Background: an optimization exercise with open tools, aiming at small area. Do not read the settings as production practice. Only simulation tests tie the RTL to the original design; equivalence was not proved. Power and IR drop assume default switching activity.

$ cat flow/flow/run.sh
#!/bin/bash
# Standard layout (standard.sh, standard synthesis) with four changes: CTS
# without dummy loads and with small clock buffers, the buffers left by ABC
# removed at floorplan, buf_1 as the port buffer cell (every input and output
# port still gets its own buffer), and gates with slack downsized before the
# placement repair (flow/pre_resize.tcl). The whole ORFS output goes to
# standard.log, and each step's log stays under orfs/logs.
set -e
export CTS_ARGS="-sink_clustering_enable -repair_clock_nets -buf_list sky130_fd_sc_hd__clkbuf_4 -sink_clustering_size 10 -sink_clustering_max_diameter 40 -dont_use_dummy_load"
export REMOVE_ABC_BUFFERS=1
export BUFFER_PORTS_ARGS="-buffer_cell sky130_fd_sc_hd__buf_1"
export PRE_RESIZE_TCL="$(pwd)/flow/pre_resize.tcl"
bash standard.sh > standard.log 2>&1
$ cat flow/flow/pre_resize.tcl
# Downsize gates that have slack to spare (power recovery) before the
# placement repair, which then fixes any slew or capacitance it leaves.
# The largest buffers and inverters are left out of the repairs, so that
# high-fanout nets get a tree of small buffers rather than one large one.
set_dont_use $::env(DONT_USE_CELLS)
set_dont_use {sky130_fd_sc_hd__buf_8 sky130_fd_sc_hd__buf_12 sky130_fd_sc_hd__buf_16 sky130_fd_sc_hd__bufbuf_8 sky130_fd_sc_hd__bufbuf_16 sky130_fd_sc_hd__bufinv_8 sky130_fd_sc_hd__bufinv_16 sky130_fd_sc_hd__clkbuf_8 sky130_fd_sc_hd__clkbuf_16 sky130_fd_sc_hd__clkinv_8 sky130_fd_sc_hd__clkinv_16 sky130_fd_sc_hd__inv_8 sky130_fd_sc_hd__inv_12 sky130_fd_sc_hd__inv_16}
estimate_parasitics -placement
repair_timing -recover_power 100 -verbose
$ cat flow/standard.sh
#!/bin/bash
# synth_recipe.tcl (not shown) runs the flow's synth.tcl, then flattens the netlist and writes it again
# the make line also repeats each setting of config.mk as NAME=value (left out here)
make -C /OpenROAD-flow-scripts/flow DESIGN_CONFIG=/design/flow/config.mk WORK_HOME=/design/flow/orfs CLKGATE_MAP_FILE= SYNTH_SCRIPT=/design/flow/synth_recipe.tcl "${@:-finish}"
$ cat flow/config.mk
export PLATFORM = sky130hd
export DESIGN_NAME = beaconShooter
export DESIGN_NICKNAME = beaconShooter
export VERILOG_FILES = /design/flow/design.v
export SDC_FILE = /design/flow/constraint.sdc
export NUM_CORES = 4
export LEC_CHECK = 0
export CAP_MARGIN = 20
export CORE_MARGIN = 2
export CORE_UTILIZATION = 60
export CTS_BUF_LIST = sky130_fd_sc_hd__clkbuf_4
export CTS_CLUSTER_DIAMETER = 40
export CTS_CLUSTER_SIZE = 10
export SLEW_MARGIN = 20
$ cat flow/constraint.sdc
create_clock -name core_clock -period 10.0 [get_ports {clock}]
set_input_delay 2.0000 -clock core_clock [delete_from_list [all_inputs] [get_ports {clock}]]
set_output_delay 2.0000 -clock core_clock [all_outputs]
set_load 0.01 [all_outputs]
$ cat flow/design.v
`default_nettype none
package roverPkg;
	localparam int FarThreshold = 25;
	localparam int CloseThreshold = 250;
	function automatic logic lessThan(input logic [10:0] x, input logic [10:0] k);
		logic lt;
		lt = 1'b0;
		for (int i = 0; i < 11; i++) begin
			lt = k[i] ? (!x[i] || lt) : (!x[i] && lt);
		end
		lessThan = lt;
	endfunction
	function automatic logic [10:0] rippleAdd(input logic [10:0] a,
			input logic [10:0] b, input logic cin);
		logic carry;
		logic [10:0] total;
		carry = cin;
		for (int i = 0; i < 11; i++) begin
			total[i] = a[i] ^ b[i] ^ carry;
			carry = (a[i] & b[i]) | (carry & (a[i] ^ b[i]));
		end
		rippleAdd = total;
	endfunction
	function automatic logic [10:0] rippleInc(input logic [10:0] a,
			input logic inc);
		logic carry;
		logic [10:0] total;
		carry = inc;
		for (int i = 0; i < 11; i++) begin
			total[i] = a[i] ^ carry;
			carry = a[i] & carry;
		end
		rippleInc = total;
	endfunction
endpackage
`default_nettype wire
`timescale 1ns/1ps
`default_nettype none
module beaconChannel (
	input wire logic clock,
	input wire logic arstN,
	input wire logic sensor,
	input wire logic freeze,       
	input wire logic push,         
	input wire logic resume,      
	input wire logic ringFull,     
	output logic isClose,          
	output logic isFar
);
	logic [1:0] syncQ;
	logic accepted;
	logic [2:0] run;              
	logic levelChange;
	logic deferred;               
	logic change;
	logic [7:0] count;
	logic [55:0] ring;
	logic [7:0] oldest;
	logic [10:0] sum;             
	logic [10:0] countNext;
	logic [10:0] sumNext;
	assign levelChange = run[2] & run[0];
	always_ff @(posedge clock or negedge arstN) begin
		if (!arstN) begin
			syncQ <= '0;
			accepted <= 1'b0;
			run <= '0;
		end else begin
			syncQ <= {syncQ[0], sensor};
			accepted <= accepted ^ levelChange;
			if (levelChange) begin
				run <= {2'b00, syncQ[1] == accepted};
			end else if (syncQ[1] != accepted) begin
				run <= run + 1'b1;
			end else begin
				run <= '0;
			end
		end
	end
	always_ff @(posedge clock) begin
		deferred <= levelChange || (push && deferred);
	end
	assign change = (levelChange && !freeze) || (resume && deferred);
	assign countNext = roverPkg::rippleInc({3'b000, count}, change);
	always_ff @(posedge clock) begin
		if (push) begin
			count <= '0;
		end else begin
			count <= countNext[7:0];
		end
	end
	always_ff @(posedge clock) begin
		ring <= {ring[54:0], ring[55]};
		if (push) begin
			ring[55:49] <= count[6:0];
			ring[0] <= count[7];
		end
	end
	assign oldest = ringFull ? ring[55:48] : 8'd0;
	assign sumNext = roverPkg::rippleAdd(sum,
		push ? {3'b111, ~oldest} : 11'd0, push | change);
	always_ff @(posedge clock or negedge arstN) begin
		if (!arstN) begin
			sum <= '0;
		end else begin
			sum <= sumNext;
		end
	end
	assign isClose = !roverPkg::lessThan(sum, 11'(roverPkg::CloseThreshold));
	assign isFar = !roverPkg::lessThan(sum, 11'(roverPkg::FarThreshold + 1)) &&
		!isClose;
endmodule
`default_nettype wire
`timescale 1ns/1ps
`default_nettype none
module fireSequencer (
	input wire logic clock,
	input wire logic arstN,
	input wire logic closeLeft,
	input wire logic closeRight,
	output logic fireLeft,
	output logic fireRight
);
	localparam logic [14:0] FireSeed = 15'h5130;
	logic [14:0] hold;
	logic side;                   
	logic lowBits;
	logic idle;
	logic start;
	logic feedback;
	assign lowBits = |hold[13:0];
	assign idle = !hold[14] && !lowBits;
	assign start = idle && (closeLeft || closeRight);
	assign feedback = (hold[14] ^ hold[13]) && lowBits;
	always_ff @(posedge clock or negedge arstN) begin
		if (!arstN) begin
			hold <= '0;
		end else begin
			hold <= {hold[13:0], feedback} | (start ? FireSeed : 15'd0);
		end
	end
	always_ff @(posedge clock) begin
		if (idle) begin
			side <= !closeLeft;
		end
	end
	assign fireLeft = lowBits && !side;
	assign fireRight = lowBits && side;
endmodule
`default_nettype wire
`timescale 1ns/1ps
`default_nettype none
module statusDisplay (
	input wire logic clock,
	input wire logic arstN,
	input wire logic periodEnd,
	input wire logic [7:0] periodCountInc,    
	input wire logic anyClose,
	input wire logic anyFar,
	output logic [6:0] segments,
	output logic [3:0] anodes
);
	logic [3:0] scanPhase;
	logic [1:0] digit;            
	logic [1:0] digitQ;           
	logic scanWrapQ;
	logic showC;
	logic showF;
	logic scanWrap;
	assign scanWrap = (periodCountInc == {scanPhase, 4'b0000});
	assign digit = digitQ + scanWrapQ;
	always_ff @(posedge clock or negedge arstN) begin
		if (!arstN) begin
			scanPhase <= 4'd3;
			scanWrapQ <= 1'b0;
			digitQ <= '0;
			showC <= 1'b0;
			showF <= 1'b0;
		end else begin
			if (periodEnd) begin
				scanPhase <= scanPhase + 4'd3;
			end
			scanWrapQ <= scanWrap;
			digitQ <= digit;
			showC <= (digit == 2'd0) && anyClose;
			showF <= (digit == 2'd1) && anyFar;
		end
	end
	assign anodes = ~(4'b0001 << digitQ);
	assign segments = {~showF, ~(showC | showF), ~(showC | showF), ~showC,
		1'b1, 1'b1, ~(showC | showF)};
endmodule
`default_nettype wire
`timescale 1ns/1ps
`default_nettype none
module beaconShooter #(
	parameter int WindowCycles = 1000,
	parameter int DebounceDepth = 5,
	parameter logic [20:0] ServoPeriod = 21'd2000,
	parameter logic [20:0] RestWidthLeft = 21'd60,
	parameter logic [20:0] RestWidthRight = 21'd225,
	parameter logic [20:0] FireStep = 21'd55,
	parameter int HoldCycles = 20000,
	parameter int ScanBits = 10
) (
	input wire logic clock,
	input wire logic arstN,
	input wire logic sensorLeft,
	input wire logic sensorRight,
	output logic servoLeft,
	output logic servoRight,
	output logic [6:0] segments,
	output logic [3:0] anodes
);
	localparam logic [10:0] PeriodBase = 11'd48;
	logic [10:0] periodCount;
	logic [11:0] periodCountInc;
	logic periodEnd;
	logic freeze;
	logic push;
	logic resume;
	logic [2:0] periods;          
	logic ringFull;
	logic started;
	assign periodCountInc = {&periodCount, roverPkg::rippleInc(periodCount, 1'b1)};
	assign periodEnd = periodCountInc[11];
	assign freeze = (periodCount == PeriodBase) ||
		(periodCount == PeriodBase + 11'(WindowCycles)) || push;
	assign push = (periodCount == PeriodBase + 11'd1) ||
		(periodCount == PeriodBase + 11'(WindowCycles + 1));
	assign resume = (periodCount == PeriodBase + 11'd2) ||
		(periodCount == PeriodBase + 11'(WindowCycles + 2));
	assign ringFull = periods[2];
	assign started = |periods;
	always_ff @(posedge clock or negedge arstN) begin
		if (!arstN) begin
			periodCount <= PeriodBase;
			periods <= '0;
		end else begin
			periodCount <= periodCountInc[10:0] | (periodEnd ? PeriodBase : 11'd0);
			if (periodEnd && !periods[2]) begin
				periods <= periods + 1'b1;
			end
		end
	end
	logic sumCloseLeft, sumFarLeft, sumCloseRight, sumFarRight;
	logic closeLeft, closeRight, anyFar;
	beaconChannel channelLeft (
		.clock(clock),
		.arstN(arstN),
		.sensor(sensorLeft),
		.freeze(freeze),
		.push(push),
		.resume(resume),
		.ringFull(ringFull),
		.isClose(sumCloseLeft),
		.isFar(sumFarLeft)
	);
	beaconChannel channelRight (
		.clock(clock),
		.arstN(arstN),
		.sensor(sensorRight),
		.freeze(freeze),
		.push(push),
		.resume(resume),
		.ringFull(ringFull),
		.isClose(sumCloseRight),
		.isFar(sumFarRight)
	);
	always_ff @(posedge clock or negedge arstN) begin
		if (!arstN) begin
			closeLeft <= 1'b0;
			closeRight <= 1'b0;
			anyFar <= 1'b0;
		end else if (push) begin
			closeLeft <= sumCloseLeft;
			closeRight <= sumCloseRight;
			anyFar <= sumFarLeft || sumFarRight;
		end
	end
	logic fireLeft, fireRight;
	logic fireLeftQ, fireRightQ;
	fireSequencer sequencer (
		.clock(clock),
		.arstN(arstN),
		.closeLeft(closeLeft),
		.closeRight(closeRight),
		.fireLeft(fireLeft),
		.fireRight(fireRight)
	);
	always_ff @(posedge clock) begin
		if (periodEnd) begin
			fireLeftQ <= fireLeft;
			fireRightQ <= fireRight;
		end
	end
	logic belowFireLeft, belowRestLeft, belowFireRight, belowRestRight;
	assign belowFireLeft = roverPkg::lessThan(periodCount,
		PeriodBase + 11'(RestWidthLeft + FireStep));
	assign belowRestLeft = roverPkg::lessThan(periodCount,
		PeriodBase + 11'(RestWidthLeft));
	assign belowFireRight = roverPkg::lessThan(periodCount,
		PeriodBase + 11'(RestWidthRight - FireStep));
	assign belowRestRight = roverPkg::lessThan(periodCount,
		PeriodBase + 11'(RestWidthRight));
	assign servoLeft = started && (fireLeftQ ? belowFireLeft : belowRestLeft);
	assign servoRight = started && (fireRightQ ? belowFireRight : belowRestRight);
	statusDisplay display (
		.clock(clock),
		.arstN(arstN),
		.periodEnd(periodEnd),
		.periodCountInc(periodCountInc[7:0]),
		.anyClose(closeLeft || closeRight),
		.anyFar(anyFar),
		.segments(segments),
		.anodes(anodes)
	);
endmodule
`default_nettype wire
==> results of run 1 <==
[logic make-up after synthesis]
group                    Yosys count
AND/OR/NAND/NOR                   90
flip-flops                       208
multiplexers                      19
other                              1
buffers and inverters             38
AO/OA/AOI/OAI                     48
XOR/XNOR                          21
adder cells (fa/ha/maj)           53
[cell usage after synthesis, drive strengths merged (2+ instances only)]
library cell	instances	area [µm²]
dfxtp	130	2600
dfrtp	71	1780
ha	33	413
inv	26	97.6
a21oi	21	105
fa	20	400
and2	18	113
mux2	17	251
nor2	17	66.3
nand2	12	45.0
xnor2	11	96.3
buf	10	78.8
xor2	10	87.6
o21ai	9	45.0
nor3	7	35.0
or2	7	43.8
nand2b	6	37.5
nor4	6	37.5
dfstp	4	105
nand4	4	25.0
o211ai	4	30.0
o22ai	4	25.0
a21o	3	22.5
edfxtp	3	90.1
nand3	3	15.0
or4	3	22.5
clkbuf	2	7.51
mux2i	2	20.0
nor2b	2	12.5
[per-layer routing]
metal | track usage | wire length [µm] | part of all wire
met1 | 0.247 | 4590 | 0.51
met2 | 0.228 | 3730 | 0.41
met3 | 0.0394 | 411 | 0.045
met4 | 0.0583 | 307 | 0.034
met5 | 0 | 0 | 0
[stage by stage]
stage	worst slack [ps]	cell area, µm²	utilization
after floorplan	3060	6760	-
after global placement	3610	7020	0.623
after detailed placement	4100	7010	0.621
after CTS	4070	7220	0.640
after global routing	3740	7220	0.640
final	4120	7220	0.640
[power breakdown]
group / internal [mW] / switching [mW] / total [mW]
clock: 0.128 / 0.242 / 0.370
sequential: 0.864 / 0.0213 / 0.886
combinational: 0.0278 / 0.0270 / 0.0548
total: 1.02 / 0.290 / 1.31
[cell type report]
class | count | area [µm²] | area share
sequential | 208 | 4570 | 0.634
inverter | 26 | 97.6 | 0.0135
timing repair buffer | 18 | 91.3 | 0.0127
multi-input combinational | 233 | 2060 | 0.286
clock buffer | 28 | 210 | 0.0291
tap | 143 | 179 | 0.0248
[critical path, cell delays in order, from the launching register on]
cell and delay (ps):
dfstp_1 640, and3b_1 260, o2111ai_4 250, buf_4 400, a21oi_1 110, fa_1 470
fa_1 430, fa_1 430, fa_1 430, fa_1 420, fa_1 420, fa_1 420
fa_1 390, inv_1 80, fa_1 200, fa_1 190, xnor2_1 130, xnor2_1 130
[state kept, by name, summed over array words and instances (netlist names), 2 cells and up]
signal,cells
channelRight.count,8
channelLeft.syncQ,2
periods,3
channelLeft.count,8
channelRight.run,3
channelRight.sum,11
display.digitQ,2
channelLeft.run,3
channelLeft.ring,56
channelLeft.sum,11
channelRight.ring,56
channelRight.syncQ,2
sequencer.hold,15
display.scanPhase,4
periodCount,11
[final timing paths]
kind	slack (ps)	end	cells after the start	start
worst max-delay path	4120	channelLeft.sum[10]$_DFF_PN0_	17	periodCount[5]$_DFF_PN1_
worst min-delay path	270	channelLeft.ring[15]$_DFF_P_	0	channelLeft.ring[14]$_DFF_P_
worst max register to register	4120	channelLeft.sum[10]$_DFF_PN0_	17	periodCount[5]$_DFF_PN1_
worst min register to register	270	channelLeft.ring[15]$_DFF_P_	0	channelLeft.ring[14]$_DFF_P_
max in group asynchronous	7810	sequencer.hold[4]$_DFF_PN0_	3	arstN
min in group asynchronous	1360	channelLeft.run[1]$_DFF_PN0_	2	arstN
==> results.txt, run 1 <==
CTS Buf Count = 28
Core footprint = 11300 µm²
Clk_skew = 54.7 ps
Ys async rst share = 0.361
Ys flop type = dfxtp_1
CTS tree = yes
Mux contribution to synthesized area = 0.0397
Period utilisation layout = 0.588
Leakage = 3.37 nW
Commonest non-fill, non-tap cell in the layout = dfxtp_1
Fin cells = 656
Post-Synth XOR/XNOR Area = 0.0269
Layout Area Growth over Synthesis = 5.43%
Mean Syn Cell Area = 14.3 µm²
Pins Over Slew Limit = 0
Final hold vios = 0
Slew @ Worst Pin = 645 ps
Post-Route WL = 9040 µm
Cells after DPL = 628
Inserted Diodes = 0
Min cycle time layout = 5880 ps
Worst slew margin = 0.570
Overflow after GRT = 0
Number of global-route vias before repair = 3446
Max VDD drop = 0.000138 V
PwrDens = 182 nW/µm²
Adder-Cell Fraction of Synth Area = 0.119
Fmax = 0.170 GHz
Register clock-pin slew on the reported worst setup and hold paths = 90 ps
Sequential area share after synthesis = 0.668
Fill cells = 875
RePlAce Congestion = 0.807
Syn Inst Count = 478
Worst Hold Class = register to register
Die width = 111 µm
Total power = 1.31 mW
Clk sinks = 208
Setup crit end kind = register
Compound-cell area share of the yosys netlist = 0.0433
Worst Path Arrival = 6400 ps
Rows = 39
Most frequent cells in the layout = 130 x dfxtp_1, 71 x dfrtp_1, 33 x ha_1, 29 x clkbuf_4, 26 x inv_1
CP Launch Type = register
Setup TNS = 0 ps
Ys Warns = 4
Setup CP Type = register to register
Status = no timing/DRC/antenna violations
Die height = 111 µm
Antenna-violating nets left = 0
Initial antenna violation count = 0
Layout cells sized above 1 = 0.109
Hold buffers post-CTS = 0
Largest net degree at the start of global routing = 55
Io pins = 17
Clk latency of the worst-skew pair = 590 ps
Vias/cell = 5.09
Post-route DRC = 0
Synth Area in Simple Gates = 0.0755
EDFF count, synth = 3
RSZ-0062 raised after global routing = no
FF+latch count, synth = 208
Starting Density = 0.607
CP required = 10520 ps
Mapped Area = 6840 µm²
WL/cell = 13.8 µm
Global-route wire length before repair = 16600 µm
Pre-antenna DRT Iters = 4
Crit Path Max Fanout = 34
Distinct cells, synth = 46
CTS HTree Levels = 1
Port buffer count = 14
Total track usage = 0.162
Via Count = 3337
Largest family of logic cells by synthesized area = adder cells
Postcts setup bufs = 0
CTS root buffer = clkbuf_4
Final hold slack = 267 ps
Die area = 12300 µm²
Max Cap Violations = 0
Longest Clk Path Bufs = 3
# nets final = 572
Resized cells post-CTS = 0
Initial DRC count = 135
Setup violators final = 0
DP Wirelength = 5920 µm
==> inputs of run 2 (changes only) <==
--- a/flow/config.mk
+++ b/flow/config.mk
@@ -9,3 +9,3 @@
 export CORE_MARGIN = 2
-export CORE_UTILIZATION = 60
+export CORE_UTILIZATION = 75
 export CTS_BUF_LIST = sky130_fd_sc_hd__clkbuf_4
==> run 2 against run 1 <==
Global-route usage is 5.6 points higher. First-iteration DRC count shrank 28%. Sequential power about the same. Critical path type unchanged. Clock power shrank 5%. Setup slack got worse by 370 ps. Worst hold slack gained 53 ps. Combinational power grew 2%. Area after synthesis stayed put. Via count up 1.2%. Non-clock buffer count did not move. Sequential share of layout area up 0.66 points.
==> results.txt, run 2 <==
Worst slew margin = 0.514
Pins Over Slew Limit = 0
Clk latency of the worst-skew pair = 590 ps
Ys flop type = dfxtp_1
Leakage = 3.35 nW
# nets final = 570
Slack of the worst reg-to-reg path = 3740 ps
CTS HTree Levels = 1
Post-Synth XOR/XNOR Area = 0.0269
Period utilisation layout = 0.626
Largest regs = channelLeft.ring (56), channelRight.ring (56), sequencer.hold (15)
Crit Path Max Fanout = 7
Mux contribution to synthesized area = 0.0397
Setup CP Type = register to register
Compound-cell area share of the yosys netlist = 0.0433
Core footprint = 8810 µm²
CP Launch Type = register
Register clock-pin slew on the reported worst setup and hold paths = 90 ps
PwrDens = 181 nW/µm²
Cells after DPL = 593
Rows = 34
Max Cap Violations = 0
EDFF count, synth = 3
Met3 Track Usage GR = 0.0429
Pre-antenna DRT Iters = 6
Worst Path Arrival = 6760 ps
Clk_skew = 64.2 ps
RePlAce Congestion = 0.815
CP required = 10510 ps
Die width = 99.5 µm
Clk sinks = 208
Resized cells post-CTS = 0
Min cycle time layout = 6260 ps
R2R Path End = channelLeft.sum[9]$_DFF_PN0_
Antenna-violating nets left = 0
FF-to-FF path depth = 16
Most frequent cells in the layout = 130 x dfxtp_1, 71 x dfrtp_1, 33 x ha_1, 27 x clkbuf_4, 26 x inv_1
Grt met1 use = 0.310
Global-route wire length before repair = 17300 µm
Reg2reg start = periodCount[4]$_DFF_PN1_
Postcts setup bufs = 0
Slew @ Worst Pin = 720 ps
Largest net degree at the start of global routing = 47
Most frequent cell after synthesis = dfxtp_1
Mean Syn Cell Area = 14.3 µm²
Cell taking the most area after synthesis = dfxtp_1
Initial antenna violation count = 0
Setup crit end kind = register
WL/cell = 15.8 µm
Hold Path End = channelLeft.ring[23]$_DFF_P_
Overflow after GRT = 0
Synth area leaders = dfxtp_1 38%, dfrtp_1 26%, ha_1 6.0%
DP Wirelength = 6760 µm
RSZ-0062 raised after global routing = no
Via Count = 3378
Ys Warns = 4
Inserted Diodes = 0
Largest family of logic cells by synthesized area = adder cells
Distinct cells, synth = 46
Most Crowded Layer GR = met2
Fmax = 0.160 GHz
Post-route DRC = 0
Starting Density = 0.777
Status = no timing/DRC/antenna violations
Die height = 99.5 µm
CTS root buffer = clkbuf_4
Fin cells = 619
Hold buffers post-CTS = 0
Adder-Cell Fraction of Synth Area = 0.119
Die area = 9910 µm²
Layout Area Growth over Synthesis = 4.35%
GRT met2 Usage = 0.347
Hold depth = 0
Final hold vios = 0
Total track usage = 0.218
Setup TNS = 0 ps
Max VDD drop = 0.000142 V
Syn Inst Count = 478
FF+latch count, synth = 208
CTS Buf Count = 26
Share of Yosys cell area claimed by the top area cell type = 0.380
Most common library cells after synthesis = 130 x dfxtp_1, 71 x dfrtp_1, 33 x ha_1
Setup violators final = 0
Vias/cell = 5.46
Post-Route WL = 9770 µm
Io pins = 17
CTS tree = yes
Longest Clk Path Bufs = 3
Ys async rst share = 0.361
Number of global-route vias before repair = 3691
Mapped Area = 6840 µm²
Worst Hold Class = register to register
Final hold slack = 320 ps
Port buffer count = 14
Commonest non-fill, non-tap cell in the layout = dfxtp_1
Worst hold start = channelLeft.ring[22]$_DFF_P_
Synth Area in Simple Gates = 0.0755
Sequential area share after synthesis = 0.668
Layout cells sized above 1 = 0.102
Initial DRC count = 97
[run 2: critical path, stage by stage, from the launching register on]
cell and delay [ps]:
dfstp_1 630, nor4b_1 630, o211ai_1 350, nor2_1 240, o22ai_1 140, fa_1 460, fa_1 440, fa_1 440
fa_1 430, fa_1 430, fa_1 430, fa_1 430, fa_1 410, inv_1 80, fa_1 190, fa_1 420
inv_1 70
[run 2: layout make-up]
| class | instances | area (µm²) |
|---|---|---|
| clock buffer | 26 | 195 |
| fill | 514 | 1660 |
| inverter | 26 | 97.6 |
| multi-input combinational | 233 | 2050 |
| sequential | 208 | 4570 |
| tap | 108 | 135 |
| timing repair buffer | 18 | 91.3 |
[run 2: worst max path at each step]
stage                                        start                              to  slack [ps]  depth (start not counted)
after floorplan           periodCount[5]$_DFF_PN1_   channelLeft.sum[10]$_DFF_PN0_        3060                         16
after global placement    periodCount[5]$_DFF_PN1_    channelLeft.sum[9]$_DFF_PN0_        3640                         16
after detailed placement  periodCount[4]$_DFF_PN1_  channelRight.sum[10]$_DFF_PN0_        3720                         17
after CTS                 periodCount[4]$_DFF_PN1_  channelRight.sum[10]$_DFF_PN0_        3710                         17
after global routing      periodCount[4]$_DFF_PN1_   channelLeft.sum[10]$_DFF_PN0_        3390                         17
final                     periodCount[4]$_DFF_PN1_    channelLeft.sum[9]$_DFF_PN0_        3740                         16
[run 2: routing by layer]
metal / part of all wire / vias up
met5: 0 / -
met2: 0.47 / 54
li1: - / 1654
met1: 0.48 / 1654
met3: 0.031 / 16
met4: 0.018 / 0
[run 2: kinds of logic (layout without fill, tap and decap cells)]
kind of cell | count (synthesis) | after routing
adder cells (fa/ha/maj) | 53 | 53
other | 1 | 2
flip-flops | 208 | 208
AO/OA/AOI/OAI | 48 | 48
multiplexers | 19 | 19
XOR/XNOR | 21 | 21
buffers and inverters | 38 | 70
AND/OR/NAND/NOR | 90 | 90
[run 2: metrics by stage]
| step | instance area (µm²) | power (mW) | setup slack [ps] | utilization |
|---|---|---|---|---|
| 2_1_floorplan | 6760 | 0.940 | 3060 | - |
| 3_3_place_gp | 6980 | 0.953 | 3640 | 0.792 |
| 3_5_place_dp | 6950 | 0.962 | 3720 | 0.789 |
| 4_1_cts | 7140 | 1.31 | 3710 | 0.811 |
| 5_1_grt | 7140 | 1.36 | 3390 | 0.811 |
| 6_report | 7140 | 1.29 | 3740 | 0.811 |
[run 2: power by group]
group / switching (mW) / internal [mW]
Combinational: 0.0281 / 0.0277
Clock: 0.231 / 0.120
Sequential: 0.0227 / 0.864
Total: 0.282 / 1.01

==> re-timing with driven ports <==
Ports are ideal in the flow. The routed layouts listed here were re-timed in OpenROAD. Step 1: set_driving_cell puts a clkbuf_16 on clock and a buf_2 on each other input, an assumption about the parent block. Step 2 also shifts input and output timing later by t, the mid clock arrival at the registers, as if the neighbouring blocks saw the same clock. a / b / c = ideal / step 1 / step 2; a / b = the first two.
| run | shift t [ns] | slack for setup (ns) | worst setup path after step 2 | slew at the worst register clock pin (ns) | pins driven straight from the clock port |
|---|---|---|---|---|---|
| run 1 | 0.619 | 4.115 / 4.115 / 4.115 | register to register | 0.10 / 0.10 | 1 |
| run 2 | 0.590 | 3.744 / 3.744 / 3.744 | register to register | 0.11 / 0.11 | 1 |
After both steps setup and hold are still met in every run listed.
